Source: an optimization exercise on an open RTL-to-GDS flow (aim: small area). Production flows keep margins and buffers that such runs may drop.
Where RTL was checked, it was by simulation tests only, not by an equivalence proof against the original.
No activity file was given, so power comes from the tool's default toggle rates.

==> inputs of run E <==
==> flow/design.v <==
`timescale 1ns / 1ps
module packet_timestamp_interpolator
(
    input  logic         clk,
    input  logic         rst_n,
    input  logic         cfg_valid,
    output logic         cfg_ready,
    input  logic [1:0]   cfg_index,
    input  logic [63:0]  cfg_data,
    input  logic         in_valid,
    output logic         in_ready,
    input  logic [15:0]  packet_length,
    input  logic [63:0]  cycle_count,
    output logic         out_valid,
    input  logic         out_ready,
    output logic [63:0]  timestamp,
    output logic         recalibrated
);
    localparam logic [33:0] TICK_RESET  = 34'd1000000000;
    localparam logic [31:0] SPEED_RESET = 32'd1250;
    localparam logic [4:0] P_IDLE  = 5'd0;
    localparam logic [4:0] P_ZERO  = 5'd1;    
    localparam logic [4:0] P_MUL   = 5'd2;    
    localparam logic [4:0] P_WDIV  = 5'd3;    
    localparam logic [4:0] P_NOW   = 5'd4;    
    localparam logic [4:0] P_Q1DIV = 5'd5;    
    localparam logic [4:0] P_CMP   = 5'd6;    
    localparam logic [4:0] P_UPD   = 5'd7;    
    localparam logic [4:0] P_SDIV  = 5'd8;    
    localparam logic [4:0] P_SCOPY = 5'd9;    
    localparam logic [4:0] P_ACC   = 5'd10;   
    localparam logic [4:0] P_SAT   = 5'd11;   
    localparam logic [4:0] P_ODIV  = 5'd12;   
    localparam logic [4:0] P_FIN   = 5'd13;   
    localparam logic [4:0] P_ACPT  = 5'd14;   
    localparam logic [4:0] P_WCMP  = 5'd15;   
    localparam logic [4:0] P_WFIN  = 5'd16;   
    logic [33:0] tick_r;
    logic [63:0] bc_r;
    logic [63:0] bt_r;
    logic        tick_set, bc_set, bt_set;
    logic        a_reg, a_bt;           
    logic        b_set, s_set;
    logic [63:0] A;                     
    logic [5:0]  ap;                    
    logic [31:0] B;                     
    logic [31:0] S;                     
    logic [31:0] X;                     
    logic [31:0] TH, TL;                
    logic [34:0] R;                     
    logic [6:0]  items;
    logic        ov_r, rc_r;
    logic [4:0]  ph;
    logic [6:0]  j;                     
    logic [6:0]  k;                     
    logic        first, rneg, rprev;
    logic [1:0]  cy;
    logic [2:0]  mc;
    logic        c2, lt, nz, hinz, upd, qnz;
    assign cfg_ready    = 1'b1;
    assign timestamp    = {TH, TL};
    assign recalibrated = rc_r;
    assign out_valid    = ov_r;
    assign in_ready     = (ph == P_ACPT);
    logic cal;
    assign cal = (items == 7'd64);
    logic is_div, is_64;
    assign is_div = (ph == P_WDIV) || (ph == P_Q1DIV) || (ph == P_SDIV) || (ph == P_ODIV);
    assign is_64  = (ph == P_NOW) || (ph == P_CMP) || (ph == P_UPD) || (ph == P_FIN);
    logic last_j;
    always_comb
    begin
        if (is_div || ph == P_ZERO) last_j = (j == 7'd34);
        else if (ph == P_MUL)       last_j = (j == 7'd87);
        else if (is_64)             last_j = (j == 7'd63);
        else                        last_j = (j == 7'd31);
    end
    logic last_k;
    assign last_k = (ph == P_WDIV) ? (k == 7'd87) : (k == 7'd31);
    logic rot;                          
    assign rot = (j >= 7'd4);
    logic jlo;
    assign jlo = (j < 7'd32);
    logic [5:0] bi;
    assign bi = j[5:0];
    logic tick_bit, bc_bit, bt_bit, cyc_bit, len_bit, spd_bit, anc_bit;
    logic [63:0] tick_x, tick_rst_x;
    assign tick_x     = {30'b0, tick_r};
    assign tick_rst_x = {30'b0, TICK_RESET};
    assign tick_bit = (j < 7'd34) & (tick_set ? tick_x[bi] : tick_rst_x[bi]);
    assign bc_bit   = bc_set & bc_r[bi];
    assign bt_bit   = bt_set & bt_r[bi];
    assign cyc_bit  = cycle_count[bi];
    assign len_bit  = (j < 7'd16) & packet_length[bi[3:0]];
    assign spd_bit  = jlo & (s_set ? S[0] : SPEED_RESET[bi[4:0]]);
    assign anc_bit  = a_reg ? A[0] : (a_bt & bt_bit);
    logic tick_zero;
    assign tick_zero = tick_set & (tick_r == '0);
    logic dbit;
    always_comb
    begin
        if (ph == P_WDIV)
        begin
            if (k < 7'd24)      dbit = X[31];
            else if (k < 7'd56) dbit = TH[31];
            else                dbit = TL[31];
        end
        else
        begin
            dbit = b_set & B[31];
        end
    end
    logic       sub;
    assign sub = first | !rneg;
    logic       alu_a, alu_b, alu_k, cinit;
    always_comb
    begin
        alu_a = 1'b0;
        alu_b = 1'b0;
        alu_k = 1'b0;
        cinit = 1'b0;
        unique case (ph)
            P_MUL:
            begin
                alu_a = cyc_bit;
                alu_b = !bc_bit;
                cinit = 1'b1;
            end
            P_WDIV, P_Q1DIV, P_SDIV, P_ODIV:
            begin
                alu_a = (j == 7'd0) ? dbit : (!first & rprev);
                alu_b = ((ph == P_WDIV) ? tick_bit : spd_bit) ^ sub;
                cinit = sub;
            end
            P_NOW:
            begin
                alu_a = tick_zero | (jlo ? TH[0] : X[0]);
                alu_b = bt_bit;
            end
            P_CMP, P_UPD:
            begin
                alu_a = TL[0];
                alu_b = !anc_bit;
                cinit = 1'b1;
            end
            P_ACC:
            begin
                alu_a = !cal & b_set & B[0];
                alu_b = len_bit;
                alu_k = (j == 7'd3) || (j == 7'd4);
            end
            P_FIN:
            begin
                alu_a = anc_bit;
                alu_b = jlo & X[0];
            end
            default: ;
        endcase
    end
    logic [1:0] cin;
    logic [2:0] asum;
    logic       s;
    assign cin  = (j == 7'd0) ? {1'b0, cinit} : cy;
    assign asum = {2'b0, alu_a} + {2'b0, alu_b} + {2'b0, alu_k} + {1'b0, cin};
    assign s    = asum[0];
    logic q;                            
    assign q = !s;
    logic [3:0] tsum;
    assign tsum = {3'b0, R[28]} + {3'b0, R[26]} + {3'b0, R[25]} + {3'b0, R[23]}
                + {3'b0, R[20]} + {3'b0, R[16]} + {3'b0, R[15]} + {3'b0, R[12]}
                + {1'b0, mc};
    logic pbit;
    assign pbit = tsum[0];
    logic q1b, c2in, c2out;
    assign q1b   = jlo & X[0];
    assign c2in  = (j == 7'd0) ? 1'b0 : c2;
    assign c2out = (anc_bit & q1b) | (anc_bit & c2in) | (q1b & c2in);
    logic nz_n, hinz_n, lt_n, upd_n;
    assign nz_n   = ((j == 7'd0) ? 1'b0 : nz) | s;
    assign hinz_n = ((j == 7'd0) ? 1'b0 : hinz) | (s & !jlo);
    assign lt_n   = jlo ? ((s & !q1b) | (!(s ^ q1b) & ((j == 7'd0) ? 1'b0 : lt))) : lt;
    assign upd_n  = (c2out & asum[1]) | ((c2out ^ asum[1]) & (hinz_n | lt));
    logic start;
    assign start = (ph == P_IDLE) && in_valid && !ov_r;
    logic [4:0] ph_next;
    always_comb
    begin
        ph_next = ph;
        unique case (ph)
            P_IDLE:  if (start) ph_next = cal ? P_ZERO : P_ACC;
            P_ZERO:  if (last_j) ph_next = P_MUL;
            P_MUL:   if (last_j) ph_next = P_WDIV;
            P_WDIV:  if (last_j && last_k) ph_next = P_NOW;
            P_NOW:   if (last_j) ph_next = P_Q1DIV;
            P_Q1DIV: if (last_j && last_k) ph_next = P_WCMP;
            P_WCMP:  if (ap == 6'd63) ph_next = P_CMP;
            P_CMP:   if (last_j) ph_next = P_UPD;
            P_UPD:   if (last_j) ph_next = (nz && !hinz) ? P_SDIV : P_ACC;
            P_SDIV:  if (last_j && last_k) ph_next = P_SCOPY;
            P_SCOPY: if (last_j) ph_next = P_ACC;
            P_ACC:   if (last_j) ph_next = (asum[2:1] != 2'b0) ? P_SAT : P_ODIV;
            P_SAT:   if (last_j) ph_next = P_ODIV;
            P_ODIV:  if (last_j && last_k) ph_next = P_WFIN;
            P_WFIN:  if (ap == 6'd63) ph_next = P_FIN;
            P_FIN:   if (last_j) ph_next = P_ACPT;
            P_ACPT:  ph_next = P_IDLE;
            default: ph_next = P_IDLE;
        endcase
    end
    always_ff @(posedge clk)
    begin
        if (ph == P_IDLE || ph == P_WCMP || ph == P_WFIN || last_j)
            j <= '0;
        else
            j <= j + 7'd1;
        if (ph_next != ph)
            k <= '0;
        else if (is_div && last_j)
            k <= k + 7'd1;
    end
    always_ff @(posedge clk or negedge rst_n)
    begin
        if (!rst_n)
        begin
            ph    <= P_IDLE;
            ap    <= '0;
            items <= '0;
            ov_r  <= 1'b0;
        end
        else
        begin
            ph <= ph_next;
            ap <= ap + 6'd1;
            if (ph == P_ACPT)
            begin
                items <= cal ? 7'd1 : items + 7'd1;
                ov_r  <= 1'b1;
            end
            else if (out_ready)
            begin
                ov_r  <= 1'b0;
            end
        end
    end
    always_ff @(posedge clk or negedge rst_n)
    begin
        if (!rst_n)
        begin
            tick_set <= 1'b0;
            bc_set   <= 1'b0;
            bt_set   <= 1'b0;
            a_reg    <= 1'b0;
            a_bt     <= 1'b0;
            b_set    <= 1'b0;
            s_set    <= 1'b0;
        end
        else
        begin
            if (cfg_valid && cfg_index == 2'd0) tick_set <= 1'b1;
            if (cfg_valid && cfg_index == 2'd1) bc_set   <= 1'b1;
            if (cfg_valid && cfg_index == 2'd2)
            begin
                bt_set <= 1'b1;
                a_bt   <= 1'b1;
                a_reg  <= 1'b0;
            end
            else if (ph == P_UPD && last_j && upd)
            begin
                a_reg  <= 1'b1;
            end
            if (ph == P_ACC && last_j) b_set <= 1'b1;
            if (ph == P_UPD && last_j && nz) s_set <= 1'b1;
        end
    end
    always_ff @(posedge clk)
    begin
        if (cfg_valid && cfg_index == 2'd0) tick_r <= cfg_data[33:0];
        if (cfg_valid && cfg_index == 2'd1) bc_r   <= cfg_data;
        if (cfg_valid && cfg_index == 2'd2) bt_r   <= cfg_data;
    end
    always_ff @(posedge clk)
    begin
        rprev <= R[0];
        R     <= {((ph == P_ZERO) || (ph == P_MUL && j[6])) ? 1'b0 : s, R[34:1]};
        cy    <= asum[2:1];
        c2    <= c2out;
        if (ph == P_ZERO)
            mc <= '0;
        else
            mc <= tsum[3:1];
        if (ph == P_CMP)
        begin
            nz   <= nz_n;
            hinz <= hinz_n;
            lt   <= lt_n;
            if (last_j) upd <= upd_n;
        end
        if (ph_next != ph)
            first <= 1'b1;
        else if (is_div && last_j)
            first <= 1'b0;
        if (is_div && last_j)
            rneg <= s;
        if (ph == P_SDIV && k == 7'd0 && j == 7'd0)
            qnz <= 1'b0;
        else if (ph == P_SDIV && last_j)
            qnz <= qnz | q;
        if (ph == P_ACPT)
            rc_r <= cal;
    end
    always_ff @(posedge clk)
    begin
        A <= {(ph == P_UPD && upd) ? TL[0] : A[0], A[63:1]};
    end
    always_ff @(posedge clk)
    begin
        if (ph == P_ACC)
            B <= {s, B[31:1]};
        else if (ph == P_SAT)
            B <= {1'b1, B[31:1]};
        else if ((ph == P_Q1DIV || ph == P_SDIV || ph == P_ODIV) && rot)
            B <= {B[0], B[31:1]};
    end
    always_ff @(posedge clk)
    begin
        if ((ph == P_Q1DIV || ph == P_SDIV || ph == P_ODIV) && jlo)
            S <= {S[0], S[31:1]};
        else if (ph == P_UPD && jlo && nz)
            S <= {hinz ? (j == 7'd0) : s, S[31:1]};
        else if (ph == P_SCOPY)
            S <= {X[0] | ((j == 7'd0) & !qnz), S[31:1]};
    end
    logic x_ins;
    assign x_ins = (j == 7'd34) &&
                   ((ph == P_WDIV && k >= 7'd24) || ph == P_Q1DIV || ph == P_SDIV || ph == P_ODIV);
    always_ff @(posedge clk)
    begin
        if (ph == P_MUL && j[6])
            X <= {pbit, X[31:1]};
        else if ((ph == P_WDIV && k < 7'd56) || ph == P_Q1DIV || ph == P_SDIV || ph == P_ODIV)
        begin
            if (rot)
                X <= {X[0], X[31:2], x_ins ? q : X[1]};
        end
        else if (((ph == P_NOW) && !jlo) || (((ph == P_CMP) || (ph == P_SCOPY) || (ph == P_FIN)) && jlo))
            X <= {X[0], X[31:1]};
    end
    logic th_ins;
    assign th_ins = (j == 7'd34) && (ph == P_WDIV) && (k >= 7'd56);
    always_ff @(posedge clk)
    begin
        if ((ph == P_MUL && !j[6]) || ph == P_NOW || ph == P_FIN)
        begin
            TH <= {(ph == P_MUL) ? pbit : s, TH[31:1]};
            TL <= {TH[0], TL[31:1]};
        end
        else if (ph == P_CMP || ph == P_UPD)
        begin
            TH <= {TL[0], TH[31:1]};
            TL <= {TH[0], TL[31:1]};
        end
        else if (ph == P_WDIV)
        begin
            if (k >= 7'd24 && rot)
                TH <= {TH[0], TH[31:2], th_ins ? q : TH[1]};
            if (k >= 7'd56 && rot)
                TL <= {TL[0], TL[31:1]};
        end
    end
endmodule
==> flow/flow/run.sh <==
#!/bin/bash
# Standard ORFS layout with two changes: ports are buffered with
# sky130_fd_sc_hd__buf_1, and clock tree synthesis uses clkbuf_8 with
# sink clusters of at most 14 flip-flops and no dummy loads.
set -euo pipefail
bash standard.sh finish \
  "BUFFER_PORTS_ARGS=-buffer_cell sky130_fd_sc_hd__buf_1" \
  "CTS_ARGS=-sink_clustering_enable -repair_clock_nets -dont_use_dummy_load -buf_list sky130_fd_sc_hd__clkbuf_8 -sink_clustering_size 14 -sink_clustering_max_diameter 45" \
  > flow_make.log 2>&1
==> flow/standard.sh <==
#!/bin/bash
# synth_recipe.tcl (not shown) runs the flow's synth.tcl, then flattens the netlist and writes it again
# the make line also repeats each setting of config.mk as NAME=value (left out here)
make -C /OpenROAD-flow-scripts/flow DESIGN_CONFIG=/design/flow/config.mk WORK_HOME=/design/flow/orfs CLKGATE_MAP_FILE= SYNTH_SCRIPT=/design/flow/synth_recipe.tcl "${@:-finish}"
==> flow/config.mk <==
export PLATFORM = sky130hd
export DESIGN_NAME = packet_timestamp_interpolator
export DESIGN_NICKNAME = packet_timestamp_interpolator
export VERILOG_FILES = /design/flow/design.v
export SDC_FILE = /design/flow/constraint.sdc
export NUM_CORES = 4
export LEC_CHECK = 0
export CAP_MARGIN = 35
export CORE_MARGIN = 2
export CORE_UTILIZATION = 40
export SLEW_MARGIN = 35
==> flow/constraint.sdc <==
create_clock -name core_clock -period 8.0 [get_ports {clk}]
set_input_delay 1.6000 -clock core_clock [delete_from_list [all_inputs] [get_ports {clk}]]
set_output_delay 1.6000 -clock core_clock [all_outputs]
set_load 0.01 [all_outputs]
==> run Z: changes against run E <==
--- a/flow/design.v
+++ b/flow/design.v
@@ -37,5 +37,8 @@
     localparam logic [4:0] P_WFIN  = 5'd16;   
+    localparam logic [4:0] P_WMUL  = 5'd17;   
+    localparam logic [4:0] P_WNOW  = 5'd18;   
     logic [33:0] tick_r;
-    logic [63:0] bc_r;
-    logic [63:0] bt_r;
+    logic [63:0] bc_r;                  
+    logic [63:0] bt_r;                  
+    logic [5:0]  bco, bto;              
     logic        tick_set, bc_set, bt_set;
@@ -90,4 +93,4 @@
     assign tick_bit = (j < 7'd34) & (tick_set ? tick_x[bi] : tick_rst_x[bi]);
-    assign bc_bit   = bc_set & bc_r[bi];
-    assign bt_bit   = bt_set & bt_r[bi];
+    assign bc_bit   = bc_set & bc_r[0];
+    assign bt_bit   = bt_set & bt_r[0];
     assign cyc_bit  = cycle_count[bi];
@@ -182,2 +185,7 @@
     assign upd_n  = (c2out & asum[1]) | ((c2out ^ asum[1]) & (hinz_n | lt));
+    logic [5:0] ap_n;
+    logic       al_bc, al_bt;
+    assign ap_n  = ap + 6'd1;
+    assign al_bc = !bc_set || (ap_n == bco);
+    assign al_bt = (ap_n == (bt_set ? bto : 6'd0));
     logic start;
@@ -190,8 +198,10 @@
             P_IDLE:  if (start) ph_next = cal ? P_ZERO : P_ACC;
-            P_ZERO:  if (last_j) ph_next = P_MUL;
+            P_ZERO:  if (last_j) ph_next = P_WMUL;
+            P_WMUL:  if (al_bc) ph_next = P_MUL;
             P_MUL:   if (last_j) ph_next = P_WDIV;
-            P_WDIV:  if (last_j && last_k) ph_next = P_NOW;
+            P_WDIV:  if (last_j && last_k) ph_next = P_WNOW;
+            P_WNOW:  if (al_bt) ph_next = P_NOW;
             P_NOW:   if (last_j) ph_next = P_Q1DIV;
             P_Q1DIV: if (last_j && last_k) ph_next = P_WCMP;
-            P_WCMP:  if (ap == 6'd63) ph_next = P_CMP;
+            P_WCMP:  if (al_bt) ph_next = P_CMP;
             P_CMP:   if (last_j) ph_next = P_UPD;
@@ -203,3 +213,3 @@
             P_ODIV:  if (last_j && last_k) ph_next = P_WFIN;
-            P_WFIN:  if (ap == 6'd63) ph_next = P_FIN;
+            P_WFIN:  if (al_bt) ph_next = P_FIN;
             P_FIN:   if (last_j) ph_next = P_ACPT;
@@ -211,3 +221,3 @@
     begin
-        if (ph == P_IDLE || ph == P_WCMP || ph == P_WFIN || last_j)
+        if (ph == P_IDLE || ph == P_WCMP || ph == P_WFIN || ph == P_WMUL || ph == P_WNOW || last_j)
             j <= '0;
@@ -232,3 +242,3 @@
             ph <= ph_next;
-            ap <= ap + 6'd1;
+            ap <= ap_n;
             if (ph == P_ACPT)
@@ -277,4 +287,20 @@
         if (cfg_valid && cfg_index == 2'd0) tick_r <= cfg_data[33:0];
-        if (cfg_valid && cfg_index == 2'd1) bc_r   <= cfg_data;
-        if (cfg_valid && cfg_index == 2'd2) bt_r   <= cfg_data;
+        if (cfg_valid && cfg_index == 2'd1)
+        begin
+            bc_r <= cfg_data;
+            bco  <= ap_n;
+        end
+        else
+        begin
+            bc_r <= {bc_r[0], bc_r[63:1]};
+        end
+        if (cfg_valid && cfg_index == 2'd2)
+        begin
+            bt_r <= cfg_data;
+            bto  <= ap_n;
+        end
+        else
+        begin
+            bt_r <= {bt_r[0], bt_r[63:1]};
+        end
     end
==> flow/flow/run.sh (replaced) <==
#!/bin/bash
# Standard ORFS layout with two changes: ports are buffered with
# sky130_fd_sc_hd__buf_1, and clock tree synthesis uses clkbuf_4 with
# sink clusters of at most 12 flip-flops and no dummy loads.
set -euo pipefail
bash standard.sh finish \
  "BUFFER_PORTS_ARGS=-buffer_cell sky130_fd_sc_hd__buf_1" \
  "CTS_ARGS=-sink_clustering_enable -repair_clock_nets -dont_use_dummy_load -buf_list sky130_fd_sc_hd__clkbuf_4 -sink_clustering_size 12 -sink_clustering_max_diameter 40" \
  > flow_make.log 2>&1
==> run D: changes against run E <==
--- a/flow/design.v
+++ b/flow/design.v
@@ -20,19 +20,17 @@
     localparam logic [31:0] SPEED_RESET = 32'd1250;
-    localparam logic [4:0] P_IDLE  = 5'd0;
-    localparam logic [4:0] P_ZERO  = 5'd1;    
-    localparam logic [4:0] P_MUL   = 5'd2;    
-    localparam logic [4:0] P_WDIV  = 5'd3;    
-    localparam logic [4:0] P_NOW   = 5'd4;    
-    localparam logic [4:0] P_Q1DIV = 5'd5;    
-    localparam logic [4:0] P_CMP   = 5'd6;    
-    localparam logic [4:0] P_UPD   = 5'd7;    
-    localparam logic [4:0] P_SDIV  = 5'd8;    
-    localparam logic [4:0] P_SCOPY = 5'd9;    
-    localparam logic [4:0] P_ACC   = 5'd10;   
-    localparam logic [4:0] P_SAT   = 5'd11;   
-    localparam logic [4:0] P_ODIV  = 5'd12;   
-    localparam logic [4:0] P_FIN   = 5'd13;   
-    localparam logic [4:0] P_ACPT  = 5'd14;   
-    localparam logic [4:0] P_WCMP  = 5'd15;   
-    localparam logic [4:0] P_WFIN  = 5'd16;   
+    localparam logic [3:0] P_IDLE  = 4'd0;
+    localparam logic [3:0] P_ZERO  = 4'd1;    
+    localparam logic [3:0] P_MUL   = 4'd2;    
+    localparam logic [3:0] P_WDIV  = 4'd3;    
+    localparam logic [3:0] P_NOW   = 4'd4;    
+    localparam logic [3:0] P_Q1DIV = 4'd5;    
+    localparam logic [3:0] P_CMP   = 4'd6;    
+    localparam logic [3:0] P_UPD   = 4'd7;    
+    localparam logic [3:0] P_SDIV  = 4'd8;    
+    localparam logic [3:0] P_SCOPY = 4'd9;    
+    localparam logic [3:0] P_ACC   = 4'd10;   
+    localparam logic [3:0] P_SAT   = 4'd11;   
+    localparam logic [3:0] P_ODIV  = 4'd12;   
+    localparam logic [3:0] P_FIN   = 4'd13;   
+    localparam logic [3:0] P_ACPT  = 4'd14;   
     logic [33:0] tick_r;
@@ -44,3 +42,2 @@
     logic [63:0] A;                     
-    logic [5:0]  ap;                    
     logic [31:0] B;                     
@@ -52,3 +49,3 @@
     logic        ov_r, rc_r;
-    logic [4:0]  ph;
+    logic [3:0]  ph;
     logic [6:0]  j;                     
@@ -184,3 +181,3 @@
     assign start = (ph == P_IDLE) && in_valid && !ov_r;
-    logic [4:0] ph_next;
+    logic [3:0] ph_next;
     always_comb
@@ -194,4 +191,3 @@
             P_NOW:   if (last_j) ph_next = P_Q1DIV;
-            P_Q1DIV: if (last_j && last_k) ph_next = P_WCMP;
-            P_WCMP:  if (ap == 6'd63) ph_next = P_CMP;
+            P_Q1DIV: if (last_j && last_k) ph_next = P_CMP;
             P_CMP:   if (last_j) ph_next = P_UPD;
@@ -202,4 +198,3 @@
             P_SAT:   if (last_j) ph_next = P_ODIV;
-            P_ODIV:  if (last_j && last_k) ph_next = P_WFIN;
-            P_WFIN:  if (ap == 6'd63) ph_next = P_FIN;
+            P_ODIV:  if (last_j && last_k) ph_next = P_FIN;
             P_FIN:   if (last_j) ph_next = P_ACPT;
@@ -209,13 +204,2 @@
     end
-    always_ff @(posedge clk)
-    begin
-        if (ph == P_IDLE || ph == P_WCMP || ph == P_WFIN || last_j)
-            j <= '0;
-        else
-            j <= j + 7'd1;
-        if (ph_next != ph)
-            k <= '0;
-        else if (is_div && last_j)
-            k <= k + 7'd1;
-    end
     always_ff @(posedge clk or negedge rst_n)
@@ -225,3 +209,4 @@
             ph    <= P_IDLE;
-            ap    <= '0;
+            j     <= '0;
+            k     <= '0;
             items <= '0;
@@ -232,3 +217,10 @@
             ph <= ph_next;
-            ap <= ap + 6'd1;
+            if (ph == P_IDLE || last_j)
+                j <= '0;
+            else
+                j <= j + 7'd1;
+            if (ph_next != ph)
+                k <= '0;
+            else if (is_div && last_j)
+                k <= k + 7'd1;
             if (ph == P_ACPT)
@@ -312,3 +304,6 @@
     begin
-        A <= {(ph == P_UPD && upd) ? TL[0] : A[0], A[63:1]};
+        if ((ph == P_CMP) || (ph == P_FIN))
+            A <= {A[0], A[63:1]};
+        else if (ph == P_UPD)
+            A <= {upd ? TL[0] : A[0], A[63:1]};
     end
==> flow/run.sh (new file) <==
#!/bin/bash
# synth_recipe.tcl (not shown) runs the flow's synth.tcl, then flattens the netlist and writes it again
# the make line also repeats each setting of config.mk as NAME=value (left out here)
make -C /OpenROAD-flow-scripts/flow DESIGN_CONFIG=/design/flow/config.mk WORK_HOME=/design/flow/orfs CLKGATE_MAP_FILE= SYNTH_SCRIPT=/design/flow/synth_recipe.tcl finish
CORE_UTILIZATION = 70   (was 40)
removed: flow/flow/run.sh
removed: flow/standard.sh
==> run F: changes against run E <==
--- a/flow/design.v
+++ b/flow/design.v
@@ -37,5 +37,8 @@
     localparam logic [4:0] P_WFIN  = 5'd16;   
+    localparam logic [4:0] P_WMUL  = 5'd17;   
+    localparam logic [4:0] P_WNOW  = 5'd18;   
     logic [33:0] tick_r;
-    logic [63:0] bc_r;
-    logic [63:0] bt_r;
+    logic [63:0] bc_r;                  
+    logic [63:0] bt_r;                  
+    logic [5:0]  bco, bto;              
     logic        tick_set, bc_set, bt_set;
@@ -90,4 +93,4 @@
     assign tick_bit = (j < 7'd34) & (tick_set ? tick_x[bi] : tick_rst_x[bi]);
-    assign bc_bit   = bc_set & bc_r[bi];
-    assign bt_bit   = bt_set & bt_r[bi];
+    assign bc_bit   = bc_set & bc_r[0];
+    assign bt_bit   = bt_set & bt_r[0];
     assign cyc_bit  = cycle_count[bi];
@@ -182,2 +185,7 @@
     assign upd_n  = (c2out & asum[1]) | ((c2out ^ asum[1]) & (hinz_n | lt));
+    logic [5:0] ap_n;
+    logic       al_bc, al_bt;
+    assign ap_n  = ap + 6'd1;
+    assign al_bc = !bc_set || (ap_n == bco);
+    assign al_bt = (ap_n == (bt_set ? bto : 6'd0));
     logic start;
@@ -190,8 +198,10 @@
             P_IDLE:  if (start) ph_next = cal ? P_ZERO : P_ACC;
-            P_ZERO:  if (last_j) ph_next = P_MUL;
+            P_ZERO:  if (last_j) ph_next = P_WMUL;
+            P_WMUL:  if (al_bc) ph_next = P_MUL;
             P_MUL:   if (last_j) ph_next = P_WDIV;
-            P_WDIV:  if (last_j && last_k) ph_next = P_NOW;
+            P_WDIV:  if (last_j && last_k) ph_next = P_WNOW;
+            P_WNOW:  if (al_bt) ph_next = P_NOW;
             P_NOW:   if (last_j) ph_next = P_Q1DIV;
             P_Q1DIV: if (last_j && last_k) ph_next = P_WCMP;
-            P_WCMP:  if (ap == 6'd63) ph_next = P_CMP;
+            P_WCMP:  if (al_bt) ph_next = P_CMP;
             P_CMP:   if (last_j) ph_next = P_UPD;
@@ -203,3 +213,3 @@
             P_ODIV:  if (last_j && last_k) ph_next = P_WFIN;
-            P_WFIN:  if (ap == 6'd63) ph_next = P_FIN;
+            P_WFIN:  if (al_bt) ph_next = P_FIN;
             P_FIN:   if (last_j) ph_next = P_ACPT;
@@ -211,3 +221,3 @@
     begin
-        if (ph == P_IDLE || ph == P_WCMP || ph == P_WFIN || last_j)
+        if (ph == P_IDLE || ph == P_WCMP || ph == P_WFIN || ph == P_WMUL || ph == P_WNOW || last_j)
             j <= '0;
@@ -232,3 +242,3 @@
             ph <= ph_next;
-            ap <= ap + 6'd1;
+            ap <= ap_n;
             if (ph == P_ACPT)
@@ -277,4 +287,20 @@
         if (cfg_valid && cfg_index == 2'd0) tick_r <= cfg_data[33:0];
-        if (cfg_valid && cfg_index == 2'd1) bc_r   <= cfg_data;
-        if (cfg_valid && cfg_index == 2'd2) bt_r   <= cfg_data;
+        if (cfg_valid && cfg_index == 2'd1)
+        begin
+            bc_r <= cfg_data;
+            bco  <= ap_n;
+        end
+        else
+        begin
+            bc_r <= {bc_r[0], bc_r[63:1]};
+        end
+        if (cfg_valid && cfg_index == 2'd2)
+        begin
+            bt_r <= cfg_data;
+            bto  <= ap_n;
+        end
+        else
+        begin
+            bt_r <= {bt_r[0], bt_r[63:1]};
+        end
     end
==> flow/run.sh (new file) <==
#!/bin/bash
# synth_recipe.tcl (not shown) runs the flow's synth.tcl, then flattens the netlist and writes it again
# the make line also repeats each setting of config.mk as NAME=value (left out here)
make -C /OpenROAD-flow-scripts/flow DESIGN_CONFIG=/design/flow/config.mk WORK_HOME=/design/flow/orfs CLKGATE_MAP_FILE= SYNTH_SCRIPT=/design/flow/synth_recipe.tcl finish
removed: flow/flow/run.sh
removed: flow/standard.sh
==> comparison <==
- Run F finished with timing, DRC and antenna clean. Run Z passed the timing, design-rule and antenna checks. Run E produced a clean layout. Run D failed in clock tree synthesis (4_1_cts), error DPL-0033.
- Utilization, highest first: run F, run E, run Z.
- Clock skew, highest first: run Z, run E, run F.
- Between run F and run Z, the lower non-clock buffer count is in run Z (gap 1).
- Between run Z and run E, the lower global-route usage is in run E (gap 1.1 points).
- Cell count: run Z is larger than run E (20%).
- In run E the first-iteration DRC count is smaller than in run Z, by about 26%.
- Of run E and run F, run F has the higher sequential power (gap about 26%, measured against run F).
Function not checked in run E: the RTL went through the layout flow alone.

static timing again, ports no longer ideal:
No port has a modelled driver above. Below, the same layouts with a new extraction and two added sets of constraints.
Step 1 sets driving cells, clkbuf_16 on the clock port and buf_2 on the other inputs (assumed; they add their load-dependent delay and slew).
Step 2 adds t to the input delays and takes it off the output delays; t is the mean of the earliest and latest rising clock arrival at the registers after step 1. Input paths then give back, and output paths get back, about the clock's delay inside the block.
a / b / c = ideal / step 1 / step 2; a / b = the first two.
| run | t (ns) | slack for setup (ns) | latest minus earliest clock arrival (ns) | worst data-port slew with drivers (ns) | cell pins on the clock port's net |
|---|---|---|---|---|---|
| run E | 0.626 | 1.911 / 1.911 / 1.511 | 0.096 / 0.096 | 0.08 | 1 |
| run Z | 0.831 | 2.042 / 2.042 / 1.431 | 0.108 / 0.108 | 0.08 | 1 |
| run F | 0.620 | 1.875 / 1.907 / 1.287 | 0.014 / 0.014 | 0.09 | 1 |
After both steps setup and hold are still met in every run listed. For run Z, which loses most, drivers alone change the setup slack by 0.000 ns; drivers and shift together by -0.611 ns.
